Context: an optimization exercise on an open-source flow, tuned for small area, a short achievable clock period and few clock cycles per item. The choices shown serve that exercise and are no tape-out recipe. Only simulation tests tie the RTL to the original design; equivalence was not proved.

### flow/config.mk
export PLATFORM = sky130hd
export DESIGN_NAME = shuffled_combined_lcg_generator
export DESIGN_NICKNAME = shuffled_combined_lcg_generator
export VERILOG_FILES = /design/flow/design.v
export SDC_FILE = /design/flow/constraint.sdc
export NUM_CORES = 4
export LEC_CHECK = 0
export CAP_MARGIN = 20
export CORE_MARGIN = 2
export CORE_UTILIZATION = 40
export SLEW_MARGIN = 20
### flow/run.sh
#!/bin/bash
# synth_recipe.tcl (not shown) runs the flow's synth.tcl, then flattens the netlist and writes it again
# the make line also repeats each setting of config.mk as NAME=value (left out here)
make -C /OpenROAD-flow-scripts/flow DESIGN_CONFIG=/design/flow/config.mk WORK_HOME=/design/flow/orfs CLKGATE_MAP_FILE= SYNTH_SCRIPT=/design/flow/synth_recipe.tcl finish
### flow/constraint.sdc
create_clock -name core_clock -period 12.0 [get_ports {clk_i}]
set_input_delay 2.4000 -clock core_clock [delete_from_list [all_inputs] [get_ports {clk_i}]]
set_output_delay 2.4000 -clock core_clock [all_outputs]
set_load 0.01 [all_outputs]
### flow/design.v
package sclg_pkg;
  localparam int unsigned VAL_W    = 31;
  localparam int unsigned MUL_W    = 16;
  localparam int unsigned PROD_W   = VAL_W + MUL_W;
  localparam logic [31:0] MOD_ONE      = 32'd2147483563;
  localparam logic [31:0] MOD_TWO      = 32'd2147483399;
  localparam logic [15:0] MUL_ONE      = 16'd40014;
  localparam logic [15:0] MUL_TWO      = 16'd40692;
  localparam logic [7:0]  FOLD_ONE     = 8'd85;
  localparam logic [7:0]  FOLD_TWO     = 8'd249;
  localparam logic [30:0] WRAP_SPAN    = 31'd2147483562;
  localparam logic [30:0] SECOND_RESET = 31'd123456789;
  localparam int unsigned DEF_TABLE_SIZE = 32;
  typedef struct packed {
    logic [VAL_W-1:0] g1;
    logic [VAL_W-1:0] g2;
  } gen_pair_t;
endpackage
import sclg_pkg::*;
module sclg_lcg_pair (
  input  logic                clk_i,
  input  sclg_pkg::gen_pair_t x_i,
  output sclg_pkg::gen_pair_t y_o
);
  logic [PROD_W-1:0] prod1_q, prod2_q;
  logic [31:0]       sum1, sum2;
  logic [31:0]       red1, red2;
  always_ff @(posedge clk_i) begin
    prod1_q <= PROD_W'(x_i.g1) * PROD_W'(MUL_ONE);
    prod2_q <= PROD_W'(x_i.g2) * PROD_W'(MUL_TWO);
  end
  always_comb begin
    sum1 = 32'(prod1_q[VAL_W-1:0])
         + 32'(prod1_q[PROD_W-1:VAL_W]) * 32'(FOLD_ONE);
    sum2 = 32'(prod2_q[VAL_W-1:0])
         + 32'(prod2_q[PROD_W-1:VAL_W]) * 32'(FOLD_TWO);
    red1 = (sum1 >= MOD_ONE) ? sum1 - MOD_ONE : sum1;
    red2 = (sum2 >= MOD_TWO) ? sum2 - MOD_TWO : sum2;
    y_o.g1 = red1[VAL_W-1:0];
    y_o.g2 = red2[VAL_W-1:0];
  end
endmodule
import sclg_pkg::*;
module shuffled_combined_lcg_generator #(
  parameter int unsigned TABLE_SIZE = sclg_pkg::DEF_TABLE_SIZE
) (
  input  logic        clk_i,
  input  logic        rst_ni,
  input  logic        s_axis_tvalid,
  output logic        s_axis_tready,
  input  logic [31:0] s_axis_tdata,    
  input  logic        s_axis_tuser,    
  output logic        m_axis_tvalid,
  input  logic        m_axis_tready,
  output logic [31:0] m_axis_tdata     
);
  localparam int unsigned IW      = $clog2(TABLE_SIZE);
  localparam int unsigned CW      = $clog2(TABLE_SIZE + 8);
  localparam int unsigned DIVISOR = 1 + int'(WRAP_SPAN) / TABLE_SIZE;
  localparam logic [2:0] ST_IDLE     = 3'd0;
  localparam logic [2:0] ST_SEED_MUL = 3'd1;
  localparam logic [2:0] ST_SEED_RED = 3'd2;
  localparam logic [2:0] ST_SEED_IDX = 3'd3;
  localparam logic [2:0] ST_DRAW_MUL = 3'd4;
  localparam logic [2:0] ST_DRAW_RED = 3'd5;
  localparam logic [2:0] ST_DONE     = 3'd6;
  logic [2:0]       state_q, state_d;
  logic [VAL_W-1:0] g1_q, g1_d;
  logic [VAL_W-1:0] g2_q, g2_d;
  logic [VAL_W-1:0] last_q, last_d;
  logic [CW-1:0]    cnt_q, cnt_d;
  logic [IW-1:0]    idx_q, idx_d;
  logic             out_valid_q, out_valid_d;
  logic [VAL_W-1:0] out_data_q, out_data_d;
  sclg_pkg::gen_pair_t        lcg_in, lcg_out;
  logic             in_fire, need_seed, out_load;
  logic [VAL_W-1:0] seed_sat;
  logic signed [32:0] diff, wrap_val;
  logic [VAL_W-1:0] mem [TABLE_SIZE];
  logic [VAL_W-1:0] rd_q;
  logic             mem_we;
  logic [IW-1:0]    mem_waddr;
  logic [VAL_W-1:0] mem_wdata;
  assign lcg_in.g1 = g1_q;
  assign lcg_in.g2 = g2_q;
  sclg_lcg_pair u_lcg_pair (
    .clk_i (clk_i),
    .x_i   (lcg_in),
    .y_o   (lcg_out)
  );
  always_ff @(posedge clk_i) begin
    if (mem_we) begin
      mem[mem_waddr] <= mem_wdata;
    end
    rd_q <= mem[idx_q];
  end
  assign s_axis_tready = (state_q == ST_IDLE);
  assign in_fire       = s_axis_tvalid && s_axis_tready;
  assign need_seed     = s_axis_tuser || (g1_q == '0);
  always_comb begin
    if (!s_axis_tuser || s_axis_tdata[VAL_W-1:0] == '0) begin
      seed_sat = VAL_W'(1);
    end else if (s_axis_tdata[VAL_W-1:0] > WRAP_SPAN) begin
      seed_sat = WRAP_SPAN;
    end else begin
      seed_sat = s_axis_tdata[VAL_W-1:0];
    end
  end
  always_comb begin
    diff = $signed({2'b00, rd_q}) - $signed({2'b00, lcg_out.g2});
    if (diff < 33'sd1) begin
      wrap_val = diff + $signed({2'b00, WRAP_SPAN});
    end else begin
      wrap_val = diff;
    end
  end
  always_comb begin
    idx_d = '0;
    for (int k = 1; k < int'(TABLE_SIZE); k++) begin
      if ({2'b00, last_q} >= 33'(k) * 33'(DIVISOR)) begin
        idx_d = IW'(k);
      end
    end
  end
  always_comb begin
    state_d     = state_q;
    g1_d        = g1_q;
    g2_d        = g2_q;
    last_d      = last_q;
    cnt_d       = cnt_q;
    out_valid_d = out_valid_q;
    out_data_d  = out_data_q;
    mem_we      = 1'b0;
    mem_waddr   = idx_q;
    mem_wdata   = lcg_out.g1;
    out_load    = 1'b0;
    if (m_axis_tready) begin
      out_valid_d = 1'b0;
    end
    case (state_q)
      ST_IDLE: begin
        if (in_fire) begin
          if (need_seed) begin
            g1_d    = seed_sat;
            g2_d    = seed_sat;
            cnt_d   = CW'(TABLE_SIZE + 7);
            state_d = ST_SEED_MUL;
          end else begin
            state_d = ST_DRAW_RED;
          end
        end
      end
      ST_SEED_MUL: begin
        state_d = ST_SEED_RED;
      end
      ST_SEED_RED: begin
        g1_d = lcg_out.g1;
        if (cnt_q < CW'(TABLE_SIZE)) begin
          mem_we    = 1'b1;
          mem_waddr = cnt_q[IW-1:0];
        end
        if (cnt_q == '0) begin
          last_d  = lcg_out.g1;
          state_d = ST_SEED_IDX;
        end else begin
          cnt_d   = cnt_q - CW'(1);
          state_d = ST_SEED_MUL;
        end
      end
      ST_SEED_IDX: begin
        state_d = ST_DRAW_MUL;
      end
      ST_DRAW_MUL: begin
        state_d = ST_DRAW_RED;
      end
      ST_DRAW_RED: begin
        g1_d    = lcg_out.g1;
        g2_d    = lcg_out.g2;
        mem_we  = 1'b1;
        last_d  = wrap_val[VAL_W-1:0];
        state_d = ST_DONE;
      end
      ST_DONE: begin
        if (!out_valid_q || m_axis_tready) begin
          out_load    = 1'b1;
          out_valid_d = 1'b1;
          out_data_d  = last_q;
          state_d     = ST_IDLE;
        end
      end
      default: begin
        state_d = ST_IDLE;
      end
    endcase
  end
  always_ff @(posedge clk_i or negedge rst_ni) begin
    if (!rst_ni) begin
      state_q     <= ST_IDLE;
      g1_q        <= '0;
      g2_q        <= SECOND_RESET;
      out_valid_q <= 1'b0;
    end else begin
      state_q     <= state_d;
      g1_q        <= g1_d;
      g2_q        <= g2_d;
      out_valid_q <= out_valid_d;
    end
  end
  always_ff @(posedge clk_i) begin
    last_q     <= last_d;
    cnt_q      <= cnt_d;
    idx_q      <= idx_d;
    out_data_q <= out_data_d;
  end
  assign m_axis_tvalid = out_valid_q;
  assign m_axis_tdata  = {1'b0, out_data_q};
endmodule
==> Flow_metrics.wiki <==
{| class="wikitable"
! Metric !! Value
|-
| Status || no timing/DRC/antenna violations
|-
| Clock Skew || 52.87 ps
|-
| Unrepaired setup endpoints after global routing || no
|-
| Reg2Reg Capture Point || last_q[5]
|-
| RD Place Congestion || 0.9638
|-
| Final cell count without fillers || 7,847
|-
| Worst endpoint data arrival time || 11,760 ps
|-
| Die extent in y || 431.9 µm
|-
| Met2 WL || 97.51 mm
|-
| Startpoint-to-endpoint class of the critical path || register to register
|-
| First-pass detailed-route iteration total || 5
|-
| Aggregate negative setup slack || 0 ps
|-
| Core area || 182,500 µm²
|-
| Clock slew seen by the registers of the worst setup and hold paths || 60 ps
|-
| Uppermost routed layer || met4
|-
| Number of endpoints with negative hold slack in the final report || 0
|-
| Total length of routed met3 wires || 11.28 mm
|-
| Post-layout minimum cycle time || 11,280 ps
|-
| Number of sinks handled by clock tree synthesis || 1,253
|-
| Die Footprint || 186,500 µm²
|-
| Iter 0 DRT Violations || 4,091
|-
| Worst Hold Class || register to register
|-
| Source-to-sink clock delay at the later pin of the worst-skew pair || 790 ps
|-
| Crit start category || register
|-
| Cells taking the most area after synthesis || sky130_fd_sc_hd__edfxtp_1 43%, sky130_fd_sc_hd__fa_1 12%, sky130_fd_sc_hd__mux4_2 9.5%
|-
| Seq/Total Area, Yosys || 0.4921
|-
| Hold wc startpoint || last_q[9]
|-
| # nets final || 6,311
|-
| Least-Margin Pin Slew || 1142 ps
|-
| Warnings, synthesis || 2
|-
| DRC violations left || 0
|-
| I/O pin total || 71
|-
| Worst EP required || 12,480 ps
|-
| Total Routing Usage GR || 0.2160
|-
| Most frequent cell on the critical path || sky130_fd_sc_hd__inv_1
|-
| Number of storage elements in the synthesis netlist || 1,253
|-
| Final number of setup-violating endpoints || 0
|-
| Minimum setup slack among reg-to-reg paths || 720 ps
|-
| Number of buffers created by CTS || 132
|-
| Count of pins over their slew limit || 0
|-
| Average footprint of a synthesized cell || 14.05 µm²
|-
| GR Overflow Total || 0
|-
| EDFF count, synth || 1,060
|-
| Post-CTS setup buffer count || 0
|-
| # H-tree levels || 4
|-
| Number of antenna violations at the first check in global routing || 16
|-
| Vias per Instance || 5.595
|-
| Cells after Synth || 5,214
|-
| Hold-critical path depth || 0
|-
| Via count of the first global-routing pass || 45.23k
|-
| Final HPWL from detailed placement || 138.2 mm
|-
| Cell accounting for the most synthesized area || sky130_fd_sc_hd__edfxtp_1
|-
| Area share of the largest cell type after synthesis || 0.4346
|-
| Global-route wire length before repair || 297.1 mm
|-
| Clock Tree Buf Depth || 3
|-
| Met1 routed wirelength after detailed routing || 81.56 mm
|-
| Endpoint of the worst hold-timing path || out_data_q[9]
|-
| Highest Clock Rate || 88.66 MHz
|-
| Chip width || 431.9 µm
|-
| Capturing element type of the critical path || register
|-
| Final clock period utilization by the worst path || 0.9399
|-
| Cells on worst reg2reg path || 40
|-
| FFs w/ async S/R, synth || 0.05267
|-
| Number of max-cap violations || 0
|-
| Cell total after placement || 7,584
|-
| Layout-stage area growth over the synthesis result || 11.54%
|-
| Cell with the largest stage delay on the worst path || sky130_fd_sc_hd__or4_4
|-
| Effective utilization at floorplan || 0.4013
|-
| Port buffer count || 68
|-
| Total detailed-routing wirelength || 198.7 mm
|-
| Share of cells above drive strength 1 || 0.1425
|-
| Top cells by instance count after synthesis || 1,060 x sky130_fd_sc_hd__edfxtp_1, 626 x sky130_fd_sc_hd__inv_1, 494 x sky130_fd_sc_hd__ha_1, 445 x sky130_fd_sc_hd__fa_1, 310 x sky130_fd_sc_hd__mux4_2
|-
| Detail Route Antenna Nets || 0
|-
| Cell chosen for the clock root || sky130_fd_sc_hd__clkbuf_16
|-
| Crit path largest cell delay || 580 ps
|-
| Share of the core filled with cells || 0.4477
|-
| Maximum number of pins on one net before global-route repair || 119
|-
| Relative slew slack || 0.2362
|-
| Most frequently used cell type in the post-synthesis netlist || sky130_fd_sc_hd__edfxtp_1
|-
| Count of cell types in the netlist || 115
|-
| Cell Rows || 157
|-
| Reg-to-reg critical path startpoint || u_lcg_pair.prod2_q[32]
|-
| TritonCTS clock tree || built
|-
| CP max FO || 11
|-
| Top_reg_cell synth || sky130_fd_sc_hd__edfxtp_1
|-
| Via count of the routed design || 43.91k
|-
| Post-synth net total || 6,190
|-
| Post-synthesis instance area || 73,240 µm²
|-
| Wire length per cell after detailed routing || 25.32 µm
|}
## metrics by stage
stage	hold WS [ps]	setup WS, ps	area [µm²]
2_1_floorplan	400.3	2550	73240
3_3_place_gp	453.1	835.7	77320
3_5_place_dp	463.8	709.1	77320
4_1_cts	466.9	618.8	81560
5_1_grt	490.1	40.43	81670
6_report	470.2	721.4	81690
## registers in the layout, indices dropped and copies added, names as in the netlist, 5 cells and up
| signal | cells |
|---|---|
| cnt_q | 6 |
| g1_q | 31 |
| g2_q | 31 |
| idx_q | 5 |
| last_q | 31 |
| mem | 992 |
| out_data_q | 31 |
| rd_q | 31 |
| u_lcg_pair.prod1_q | 46 |
| u_lcg_pair.prod2_q | 45 |
## cell families (layout without fill, tap and decap cells)
| kind of cell | after synthesis | count (layout) | share of synthesized area |
|---|---|---|---|
| multiplexers | 356 | 356 | 0.1022 |
| AND/OR/NAND/NOR | 879 | 879 | 0.06063 |
| AO/OA/AOI/OAI | 796 | 796 | 0.07310 |
| flip-flops | 1253 | 1253 | 0.4921 |
| other | 1 | 23 | 0.00005120 |
| adder cells (fa/ha/maj) | 941 | 941 | 0.2063 |
| XOR/XNOR | 196 | 196 | 0.02431 |
| buffers and inverters | 792 | 1018 | 0.04127 |
## area by class of cell
type                    count  area, µm²
fillers                 16152     100800
flip-flops and latches   1253      36060
multi-input cells        3169      34630
clock buffers             168       3512
well taps                2385       2984
inverters                 626       2350
repair buffers            153       1379
clock inverters            71      726.9
diodes                     22      55.05
## timing repair
item,in CTS,in global routing
hold buffers,0,0
gates resized for setup,0,5
endpoints found under the setup margin,0,17
## cells in the final DEF (no fill, tap or decap), types with 21 or more instances in the layout
cell type and count:
sky130_fd_sc_hd__a211oi_1 30, sky130_fd_sc_hd__a21o_1 65, sky130_fd_sc_hd__a21oi_1 194, sky130_fd_sc_hd__a31oi_1 37
sky130_fd_sc_hd__and2_1 28, sky130_fd_sc_hd__and3_1 32, sky130_fd_sc_hd__buf_4 82, sky130_fd_sc_hd__clkbuf_1 28
sky130_fd_sc_hd__clkbuf_16 134, sky130_fd_sc_hd__clkdlybuf4s50_1 67, sky130_fd_sc_hd__clkinv_1 28, sky130_fd_sc_hd__clkinv_2 21
sky130_fd_sc_hd__dfrtp_1 50, sky130_fd_sc_hd__dfxtp_1 122, sky130_fd_sc_hd__diode_2 22, sky130_fd_sc_hd__edfxtp_1 1060
sky130_fd_sc_hd__fa_1 445, sky130_fd_sc_hd__ha_1 494, sky130_fd_sc_hd__inv_1 620, sky130_fd_sc_hd__mux2_2 34
sky130_fd_sc_hd__mux4_2 310, sky130_fd_sc_hd__nand2_1 199, sky130_fd_sc_hd__nand2b_1 39, sky130_fd_sc_hd__nand3_1 88
sky130_fd_sc_hd__nand4_1 38, sky130_fd_sc_hd__nor2_1 183, sky130_fd_sc_hd__nor2_4 33, sky130_fd_sc_hd__nor2b_1 27
sky130_fd_sc_hd__nor3_1 70, sky130_fd_sc_hd__nor4_1 27, sky130_fd_sc_hd__o211ai_1 36, sky130_fd_sc_hd__o21a_1 31
sky130_fd_sc_hd__o21ai_0 166, sky130_fd_sc_hd__o21bai_1 29, sky130_fd_sc_hd__or3_1 24, sky130_fd_sc_hd__xnor2_1 107
sky130_fd_sc_hd__xor2_1 66
## routing by layer
| metal | global-route usage | up-vias |
|---|---|---|
| met5 | 0 | - |
| met4 | 0.08397 | 0 |
| met3 | 0.02972 | 321 |
| met2 | 0.3626 | 1380 |
| met1 | 0.2842 | 22664 |
| li1 | - | 19542 |
## how the worst max path moves through the flow
stage               depth (start not counted)    endpoint              startpoint  slack [ps]
floorplan                                  40  last_q[19]  u_lcg_pair.prod2_q[35]        2550
global placement                           37   last_q[5]  u_lcg_pair.prod2_q[39]         840
detailed placement                         37   last_q[5]  u_lcg_pair.prod2_q[39]         710
CTS                                        37   last_q[5]  u_lcg_pair.prod2_q[39]         620
global route                               39   last_q[5]  u_lcg_pair.prod2_q[44]          40
finish                                     40   last_q[5]  u_lcg_pair.prod2_q[32]         720
## critical path, delay by kind of cell, from the launching register on
kind            cells  cell delay [ps]
compound gates     14             3120
xor+xnor            2              450
fa+ha+maj           6             2760
buf+inv             5              550
flops               1              480
simple gates       13             3610
Testbench counts, summed over its fixed seeds: cycles 34,302, items 9,600.

==> static timing again, ports no longer ideal <==
Ports are ideal in the flow. The routed layout listed here was re-timed in OpenROAD. Step 1 sets driving cells, clkbuf_16 on the clock port and buf_2 on the other inputs (assumed; they add their load-dependent delay and slew). Step 2, shift: input delay + t, output delay - t, t = (earliest + latest rising clock arrival at the registers) / 2. This alone moves slack from input paths to output paths. Three values: no drivers, after step 1, after step 2; two values: the first two.
t (ns): 0.837
setup slack, ns: 0.721 / 0.721 / 0.721
clock arrival spread, ns: 0.062 / 0.063
slew at the worst register clock pin (ns): 0.07 / 0.07
After both steps setup and hold are still met in this run. For this run, drivers alone change the setup slack by 0.000 ns; drivers and shift together by 0.000 ns.
